From an optimization exercise on the open Yosys and OpenROAD flow, aimed at small area and a short achievable clock period; shortcuts taken in it are not production practice.
Where RTL was checked, it was by simulation tests only, not by an equivalence proof against the original.
Power and IR drop assume default switching activity.

Design csr_unit, start of the top module:
module csr_unit (
    input  logic                      clk,
    input  logic                      rst,
    input  logic                      new_request,
    input  logic [12-1:0]    csr_addr,
    input  logic [1:0]                csr_op,
    input  logic [32-1:0]      rs1,
    input  logic                      read_regs,
    input  logic                      commit,
    input  logic                      exception_valid,
    input  logic [4-1:0]   exception_code,
    input  logic [32-1:0]      exception_pc,
    input  logic                      mret,
    input  logic                      instruction_complete,
    output logic                      csr_exception,
    output logic [32-1:0]      wb_csr,
    output logic [32-1:0]      trap_pc,
    output logic [32-1:0]      csr_mepc,
    output logic [1:0]                current_privilege
);
    logic        pm;
    logic        pm_dec;
    logic        mie, mpie;
    logic [1:0]  mpp;
    logic [31:2] mtvec;
    logic [31:2] mepc;
    logic [31:0] mcause;
    logic [31:0] mscratch;
    logic [63:0] mcycle;
    logic [63:0] minstret;
    logic        instret_inc;
    logic [11:0] a;
    assign a = csr_addr;
    csr_illegal illegal_i (
        .a           (a),
        .new_request (new_request),
        .pm          (pm_dec),
        .illegal     (csr_exception)
    );
    logic [31:0] wd, wdr;
    always_comb begin
        case (csr_op)
            2'b10:   wd = wb_csr | rs1;
            2'b11:   wd = wb_csr & ~rs1;
            default: wd = rs1;
        endcase
    end
  ...
==> flow/config.mk <==
export PLATFORM = sky130hd
export DESIGN_NAME = csr_unit
export DESIGN_NICKNAME = csr_unit
export VERILOG_FILES = /design/flow/design.v
export SDC_FILE = /design/flow/constraint.sdc
export NUM_CORES = 4
export LEC_CHECK = 0
export CAP_MARGIN = 20
export CORE_MARGIN = 2
export CORE_UTILIZATION = 40
export CTS_BUF_LIST = sky130_fd_sc_hd__clkbuf_8
export CTS_CLUSTER_DIAMETER = 60
export CTS_CLUSTER_SIZE = 12
export SETUP_SLACK_MARGIN = 1.7
export SLEW_MARGIN = 20
export SYNTH_HIERARCHICAL = 1
==> flow/constraint.sdc <==
create_clock -name core_clock -period 4.2 [get_ports {clk}]
set_input_delay 0.8400 -clock core_clock [delete_from_list [all_inputs] [get_ports {clk}]]
set_output_delay 0.8400 -clock core_clock [all_outputs]
set_load 0.01 [all_outputs]
standard.sh (not shown) runs the stock make flow with config.mk's settings and CLKGATE_MAP_FILE= SYNTH_SCRIPT=/design/flow/synth_recipe.tcl, a recipe that flattens the netlist after the stock synthesis.
==> flow/flow/run.sh <==
#!/bin/bash
# Standard layout (standard.sh) with these changes:
# - the port buffers are inserted as buf_1 (later repair sizes them up where needed);
# - before floorplan, every combinational cell off the csr_exception path is set to
#   the smallest drive strength of its function (downsize.tcl); the floorplan,
#   placement and CTS repair steps then size up what timing, slew and capacitance need;
# - after global placement, the input buffers feeding the csr_exception path are
#   set to buf_8 (portbuf.tcl).
# ORFS writes each step's full log under orfs/logs/; make's output goes to standard.log.
set -euo pipefail
here="$(cd "$(dirname "${BASH_SOURCE[0]}")" && pwd)"
export BUFFER_PORTS_ARGS="-buffer_cell sky130_fd_sc_hd__buf_1"
export PRE_FLOORPLAN_TCL="$here/downsize.tcl"
export POST_GLOBAL_PLACE_TCL="$here/portbuf.tcl"
bash standard.sh finish > standard.log 2>&1
Other scripts of this flow, unchanged in this note and not shown: flow/flow/cone.tcl, flow/flow/downsize.tcl, flow/flow/portbuf.tcl
==> next run, changes <==
--- a/flow/design.v
+++ b/flow/design.v
@@ -45,16 +45,22 @@
     assign y = !(a || b || c);
 endmodule
 module csr_g_nor3b (input logic a, b, cn, output logic y);
     assign y = !(a || b || !cn);
 endmodule
+module csr_g_nor4bb (input logic a, b, cn, dn, output logic y);
+    assign y = !(a || b || !cn || !dn);
+endmodule
 module csr_g_and3b (input logic an, b, c, output logic y);
     assign y = !an && b && c;
 endmodule
 module csr_g_and3 (input logic a, b, c, output logic y);
     assign y = a && b && c;
 endmodule
+module csr_g_and4bb (input logic an, bn, c, d, output logic y);
+    assign y = !an && !bn && c && d;
+endmodule
 module csr_g_nor2b (input logic a, bn, output logic y);
     assign y = !(a || !bn);
 endmodule
 module csr_g_nand3 (input logic a, b, c, output logic y);
     assign y = !(a && b && c);
@@ -118,16 +124,25 @@
     assign y = (a1 && a2) || b1;
 endmodule
 module csr_g_inv (input logic a, output logic y);
     assign y = !a;
 endmodule
+module csr_g_xor2 (input logic a, b, output logic y);
+    assign y = a ^ b;
+endmodule
 module csr_g_xnor2 (input logic a, b, output logic y);
     assign y = !(a ^ b);
 endmodule
 module csr_g_mux2i (input logic a0, a1, s, output logic y);
     assign y = !(s ? a1 : a0);
 endmodule
+module csr_g_nand4b (input logic an, b, c, d, output logic y);
+    assign y = !(!an && b && c && d);
+endmodule
+module csr_g_nand3b (input logic an, b, c, output logic y);
+    assign y = !(!an && b && c);
+endmodule
 module csr_g_nand2b (input logic an, b, output logic y);
     assign y = !(!an && b);
 endmodule
 module csr_g_o21ai (input logic a1, a2, b1, output logic y);
     assign y = !((a1 || a2) && b1);
Outcome: The new run finished with timing, DRC and antenna clean. Count of clock-buffer cells in the layout stays the same. Via count is unchanged. Utilization is unchanged. Clock skew does not change. Setup slack stays the same. Total power is unchanged. Die area does not change. Synthesized cell count does not change. Design area is unchanged. Cell count does not change. Non-clock buffer count stays the same.
No functional check of the RTL was part of the second run of this note.


## v6
csr_unit, a different RTL version from the one above (not shown whole).
For scale: about 1,300 cells after synthesis, ~190 I/O pins.
==> module csr_g_a21oi, before the edit <==
module csr_g_a21oi (input logic a1, a2, b1, output logic y);
    assign y = !((a1 && a2) || b1);
endmodule
==> module csr_g_or2, before the edit <==
module csr_g_or2 (input logic a, b, output logic y);
    assign y = a || b;
endmodule
==> module csr_wdec, before the edit <==
module csr_wdec (
    input  logic [11:0] a,
    input  logic        read_regs,
    input  logic        commit,
    input  logic        pm,
    input  logic        rst,
    input  logic        exc,
    input  logic        inc,
    output logic        en_mtvec,
    output logic        en_mscratch,
    output logic        en_mepc,
    output logic        en_mcause,
    output logic        we_mstatus,
    output logic        sel_cyc_lo,
    output logic        sel_cyc_hi,
    output logic        sel_ins_lo,
    output logic        sel_ins_hi,
    output logic        ncin_cyc,
    output logic        ncin_ins,
    output logic        s_st, s_isa, s_tv, s_sc, s_ep, s_ca,
    output logic        s_cl, s_ch, s_il, s_ih
);
    logic g1, m3a, m3b, ct1, ct2, ct3, z61, z210, z21, z20, z62, z10;
    logic nrst, nexc, na7, na1;
    csr_g_and4  g_g1   (.a(commit), .b(pm), .c(a[9]), .d(a[8]), .y(g1));    
    csr_g_nor3  g_m3a  (.a(a[11]), .b(a[10]), .c(a[7]), .y(m3a));
    csr_g_nor3  g_m3b  (.a(a[5]), .b(a[4]), .c(a[3]), .y(m3b));
    csr_g_nor2b g_ct1  (.a(a[10]), .bn(a[11]), .y(ct1));                   
    csr_g_nor3  g_ct2  (.a(a[6]), .b(a[5]), .c(a[4]), .y(ct2));
    csr_g_nor3  g_ct3  (.a(a[3]), .b(a[2]), .c(a[0]), .y(ct3));
    csr_g_nor2  g_z61  (.a(a[6]), .b(a[1]), .y(z61));
    csr_g_nor3  g_z210 (.a(a[2]), .b(a[1]), .c(a[0]), .y(z210));
    csr_g_nor2  g_z21  (.a(a[2]), .b(a[1]), .y(z21));
    csr_g_nor2  g_z20  (.a(a[2]), .b(a[0]), .y(z20));
    csr_g_nor2  g_z62  (.a(a[6]), .b(a[2]), .y(z62));
    csr_g_nor2  g_z10  (.a(a[1]), .b(a[0]), .y(z10));
    csr_g_inv   g_nrst (.a(rst), .y(nrst));
    csr_g_inv   g_nexc (.a(exc), .y(nexc));
    csr_g_inv   g_na7  (.a(a[7]), .y(na7));
    csr_g_inv   g_na1  (.a(a[1]), .y(na1));
    logic nm3, nwc;
    csr_g_nand3 g_nm3 (.a(g1), .b(m3a), .c(m3b), .y(nm3));
    csr_g_nand4 g_nwc (.a(g1), .b(ct1), .c(ct2), .d(ct3), .y(nwc));
    logic t_ins;
    csr_g_o31ai  g_xcl (.a1(nwc), .a2(a[7]), .a3(a[1]), .b1(nrst), .y(sel_cyc_lo));
    csr_g_o31ai  g_xch (.a1(nwc), .a2(na7),  .a3(a[1]), .b1(nrst), .y(sel_cyc_hi));
    csr_g_o31ai  g_xil (.a1(nwc), .a2(a[7]), .a3(na1),  .b1(nrst), .y(sel_ins_lo));
    csr_g_o31ai  g_xih (.a1(nwc), .a2(na7),  .a3(na1),  .b1(nrst), .y(sel_ins_hi));
    csr_g_nor2   g_ncc (.a(nwc), .b(a[1]), .y(ncin_cyc));
    csr_g_nand2b g_tin (.an(nwc), .b(a[1]), .y(t_ins));
    csr_g_nand2  g_nci (.a(inc), .b(t_ins), .y(ncin_ins));
    logic rd, r1, rc, hc1, nr3, nctb, nctc;
    logic np_st, np_isa, np_tv, np_sc, np_ep, np_ca;
    csr_g_nor2b  g_rd   (.a(rst), .bn(read_regs), .y(rd));                
    csr_g_and3   g_r1   (.a(rd), .b(a[9]), .c(a[8]), .y(r1));
    csr_g_nor3b  g_rc   (.a(a[9]), .b(a[8]), .cn(rd), .y(rc));            
    csr_g_and2   g_hc1  (.a(a[11]), .b(a[10]), .y(hc1));
    csr_g_nand3  g_nr3  (.a(r1), .b(m3a), .c(m3b), .y(nr3));
    csr_g_nand4  g_nctb (.a(r1), .b(ct1), .c(ct2), .d(ct3), .y(nctb));    
    csr_g_nand4  g_nctc (.a(rc), .b(hc1), .c(ct2), .d(ct3), .y(nctc));    
    csr_g_nand2  g_pst  (.a(z62), .b(z10), .y(np_st));                    
    csr_g_nand3  g_pisa (.a(z61), .b(z21), .c(a[0]), .y(np_isa));         
    csr_g_nand3  g_ptv  (.a(z61), .b(a[2]), .c(a[0]), .y(np_tv));         
    csr_g_nand2  g_psc  (.a(a[6]), .b(z210), .y(np_sc));                  
    csr_g_nand3  g_pep  (.a(a[6]), .b(z21), .c(a[0]), .y(np_ep));         
    csr_g_nand3  g_pca  (.a(a[6]), .b(z20), .c(a[1]), .y(np_ca));         
    csr_g_nor2   g_sst  (.a(nr3), .b(np_st),  .y(s_st));
    csr_g_nor2   g_sisa (.a(nr3), .b(np_isa), .y(s_isa));
    csr_g_nor2   g_stv  (.a(nr3), .b(np_tv),  .y(s_tv));
    csr_g_nor2   g_ssc  (.a(nr3), .b(np_sc),  .y(s_sc));
    csr_g_nor2   g_sep  (.a(nr3), .b(np_ep),  .y(s_ep));
    csr_g_nor2   g_sca  (.a(nr3), .b(np_ca),  .y(s_ca));
    logic n_cl, n_ch, n_il, n_ih;
    csr_g_or2    g_ncl (.a(a[7]), .b(a[1]), .y(n_cl));                    
    csr_g_nand2b g_nch (.an(a[1]), .b(a[7]), .y(n_ch));                   
    csr_g_nand2b g_nil (.an(a[7]), .b(a[1]), .y(n_il));                   
    csr_g_nand2  g_nih (.a(a[7]), .b(a[1]), .y(n_ih));                    
    csr_g_a21oi  g_scl (.a1(nctb), .a2(nctc), .b1(n_cl), .y(s_cl));
    csr_g_a21oi  g_sch (.a1(nctb), .a2(nctc), .b1(n_ch), .y(s_ch));
    csr_g_a21oi  g_sil (.a1(nctb), .a2(nctc), .b1(n_il), .y(s_il));
    csr_g_a21oi  g_sih (.a1(nctb), .a2(nctc), .b1(n_ih), .y(s_ih));
    csr_g_o21ai  g_etv (.a1(nm3), .a2(np_tv), .b1(nrst), .y(en_mtvec));
    csr_g_o21ai  g_esc (.a1(nm3), .a2(np_sc), .b1(nrst), .y(en_mscratch));
    csr_g_o211ai g_eep (.a1(nm3), .a2(np_ep), .b1(nrst), .c1(nexc), .y(en_mepc));
    csr_g_o211ai g_eca (.a1(nm3), .a2(np_ca), .b1(nrst), .c1(nexc), .y(en_mcause));
    csr_g_nor2   g_wms (.a(nm3), .b(np_st), .y(we_mstatus));
endmodule
Settings: LEC_CHECK=0, CAP_MARGIN=20, CORE_MARGIN=2, CORE_UTILIZATION=40, CTS_BUF_LIST=sky130_fd_sc_hd__clkbuf_8, CTS_CLUSTER_DIAMETER=60, CTS_CLUSTER_SIZE=12, SETUP_SLACK_MARGIN=1.85, SLEW_MARGIN=20, SYNTH_HIERARCHICAL=1; clock period 4.2 ns.
Scripts as last shown in full above: flow/flow/run.sh
Other scripts of this flow, unchanged in this note and not shown: flow/flow/cone.tcl, flow/flow/downsize.tcl, flow/flow/portbuf.tcl
## Diff of input files: v7 against v6
-- flow/design.v --
<<< v6, line 48
    assign y = !(a || b || !cn);
endmodule
module csr_g_and3b (input logic an, b, c, output logic y);
    assign y = !an && b && c;
>>> v7, line 48
    assign y = !(a || b || !cn);
endmodule
module csr_g_nor4bb (input logic a, b, cn, dn, output logic y);
    assign y = !(a || b || !cn || !dn);
endmodule
module csr_g_and3b (input logic an, b, c, output logic y);
    assign y = !an && b && c;
<<< v6, line 53
module csr_g_and3 (input logic a, b, c, output logic y);
    assign y = a && b && c;
endmodule
module csr_g_nor2b (input logic a, bn, output logic y);
>>> v7, line 56
module csr_g_and3 (input logic a, b, c, output logic y);
    assign y = a && b && c;
endmodule
module csr_g_and4bb (input logic an, bn, c, d, output logic y);
    assign y = !an && !bn && c && d;
endmodule
module csr_g_nor2b (input logic a, bn, output logic y);
<<< v6, line 121
    assign y = !a;
endmodule
module csr_g_xnor2 (input logic a, b, output logic y);
    assign y = !(a ^ b);
>>> v7, line 127
    assign y = !a;
endmodule
module csr_g_xor2 (input logic a, b, output logic y);
    assign y = a ^ b;
endmodule
module csr_g_xnor2 (input logic a, b, output logic y);
    assign y = !(a ^ b);
<<< v6, line 127
    assign y = !(s ? a1 : a0);
endmodule
module csr_g_a21oi (input logic a1, a2, b1, output logic y);
    assign y = !((a1 && a2) || b1);
endmodule
module csr_g_or2 (input logic a, b, output logic y);
    assign y = a || b;
endmodule
module csr_g_nand2b (input logic an, b, output logic y);
>>> v7, line 136
    assign y = !(s ? a1 : a0);
endmodule
module csr_g_nand4b (input logic an, b, c, d, output logic y);
    assign y = !(!an && b && c && d);
endmodule
module csr_g_nand3b (input logic an, b, c, output logic y);
    assign y = !(!an && b && c);
endmodule
module csr_g_nand2b (input logic an, b, output logic y);
<<< v6, line 196
    csr_g_nand2b g_tin (.an(nwc), .b(a[1]), .y(t_ins));
    csr_g_nand2  g_nci (.a(inc), .b(t_ins), .y(ncin_ins));
    logic rd, r1, rc, hc1, nr3, nctb, nctc;
    logic np_st, np_isa, np_tv, np_sc, np_ep, np_ca;
    csr_g_nor2b  g_rd   (.a(rst), .bn(read_regs), .y(rd));                
>>> v7, line 205
    csr_g_nand2b g_tin (.an(nwc), .b(a[1]), .y(t_ins));
    csr_g_nand2  g_nci (.a(inc), .b(t_ins), .y(ncin_ins));
    logic rd, r1, rc, hc1, nr3, nctb, nctc, nct;
    logic np_st, np_isa, np_tv, np_sc, np_ep, np_ca;
    csr_g_nor2b  g_rd   (.a(rst), .bn(read_regs), .y(rd));                
<<< v6, line 205
    csr_g_nand4  g_nctb (.a(r1), .b(ct1), .c(ct2), .d(ct3), .y(nctb));    
    csr_g_nand4  g_nctc (.a(rc), .b(hc1), .c(ct2), .d(ct3), .y(nctc));    
    csr_g_nand2  g_pst  (.a(z62), .b(z10), .y(np_st));                    
    csr_g_nand3  g_pisa (.a(z61), .b(z21), .c(a[0]), .y(np_isa));         
>>> v7, line 214
    csr_g_nand4  g_nctb (.a(r1), .b(ct1), .c(ct2), .d(ct3), .y(nctb));    
    csr_g_nand4  g_nctc (.a(rc), .b(hc1), .c(ct2), .d(ct3), .y(nctc));    
    csr_g_and2   g_nct  (.a(nctb), .b(nctc), .y(nct));
    csr_g_nand2  g_pst  (.a(z62), .b(z10), .y(np_st));                    
    csr_g_nand3  g_pisa (.a(z61), .b(z21), .c(a[0]), .y(np_isa));         
<<< v6, line 217
    csr_g_nor2   g_sep  (.a(nr3), .b(np_ep),  .y(s_ep));
    csr_g_nor2   g_sca  (.a(nr3), .b(np_ca),  .y(s_ca));
    logic n_cl, n_ch, n_il, n_ih;
    csr_g_or2    g_ncl (.a(a[7]), .b(a[1]), .y(n_cl));                    
    csr_g_nand2b g_nch (.an(a[1]), .b(a[7]), .y(n_ch));                   
    csr_g_nand2b g_nil (.an(a[7]), .b(a[1]), .y(n_il));                   
    csr_g_nand2  g_nih (.a(a[7]), .b(a[1]), .y(n_ih));                    
    csr_g_a21oi  g_scl (.a1(nctb), .a2(nctc), .b1(n_cl), .y(s_cl));
    csr_g_a21oi  g_sch (.a1(nctb), .a2(nctc), .b1(n_ch), .y(s_ch));
    csr_g_a21oi  g_sil (.a1(nctb), .a2(nctc), .b1(n_il), .y(s_il));
    csr_g_a21oi  g_sih (.a1(nctb), .a2(nctc), .b1(n_ih), .y(s_ih));
    csr_g_o21ai  g_etv (.a1(nm3), .a2(np_tv), .b1(nrst), .y(en_mtvec));
    csr_g_o21ai  g_esc (.a1(nm3), .a2(np_sc), .b1(nrst), .y(en_mscratch));
>>> v7, line 227
    csr_g_nor2   g_sep  (.a(nr3), .b(np_ep),  .y(s_ep));
    csr_g_nor2   g_sca  (.a(nr3), .b(np_ca),  .y(s_ca));
    csr_g_nor3   g_scl  (.a(nct), .b(a[7]), .c(a[1]), .y(s_cl));
    csr_g_nor3b  g_sch  (.a(nct), .b(a[1]), .cn(a[7]), .y(s_ch));
    csr_g_nor3b  g_sil  (.a(nct), .b(a[7]), .cn(a[1]), .y(s_il));
    csr_g_and3b  g_sih  (.an(nct), .b(a[7]), .c(a[1]), .y(s_ih));
    csr_g_o21ai  g_etv (.a1(nm3), .a2(np_tv), .b1(nrst), .y(en_mtvec));
    csr_g_o21ai  g_esc (.a1(nm3), .a2(np_sc), .b1(nrst), .y(en_mscratch));
==> comparison <==
- v7 finished end to end and its layout was clean on timing, DRC and antenna.
- For the area occupied by multi-input gates, v7 came in 2.4% higher than v6 did.
- The higher final area of v6 and v7 is in v7.
- STATUS leakage component of the power: v7 loses against v6
- Between v6 and v7, the difference in HPWL after detailed placement is negligible.
- Lower required time at the endpoint of the critical path goes to v7 over v6.
- Sequential cell count: v6 vs v7 identical
- Starting density of the core: v7 vs v6, no meaningful difference
- Comparing v6 and v7, logic depth of the worst setup path including buffers is lower on v6.
- For v7, the timing endpoint of the critical path was csr_exception, unlike v6, where it was mepc[5].
- The hold slack number comes out lower for v6 vs v7.
- Between v6 and v7, sum of routed wire length over all layers is higher for v6, v7 comes in under that.
- There was hardly any difference in global routing met3 resource utilization between v7 and v6.
- Higher clock power goes to v6 over v7.
- | total chip power | v7 vs v6 | better |
No run of this note included a check of the RTL's function; only the layout flow was run.

[what the ideal ports hide]
In the flow no input, the clock included, has a driving cell. The finished layouts below were timed again as built, in two steps.
Step 1 (the two cells are an assumption about what drives the block):
set clk [get_ports {clk}]
set_driving_cell -lib_cell sky130_fd_sc_hd__clkbuf_16 $clk
set_driving_cell -lib_cell sky130_fd_sc_hd__buf_2 [delete_from_list [all_inputs] $clk]
Step 2 moves the port delays by t, midway between the first and last clock arrival at a register: inputs arrive t later, outputs are due t later. That takes back most of the time a late clock gives input paths.
Three values: ideal ports, drivers, drivers and shift; two values: the first two.
run	t, ns	slack for setup (ns)	latest minus earliest clock arrival (ns)	cell pins on the clock port's net
the first run of note 1	0.635	1.729 / 1.684 / 1.164	0.025 / 0.025	1
the second run of note 1	0.635	1.729 / 1.684 / 1.164	0.025 / 0.025	1
v6	0.639	1.741 / 1.752 / 1.125	0.033 / 0.033	1
v7	0.623	1.748 / 1.686 / 1.223	0.025 / 0.025	1
After both steps setup and hold are still met in every run listed. The setup slack of v6, which loses most, moves by +0.011 ns with the drivers and by -0.616 ns with both steps.
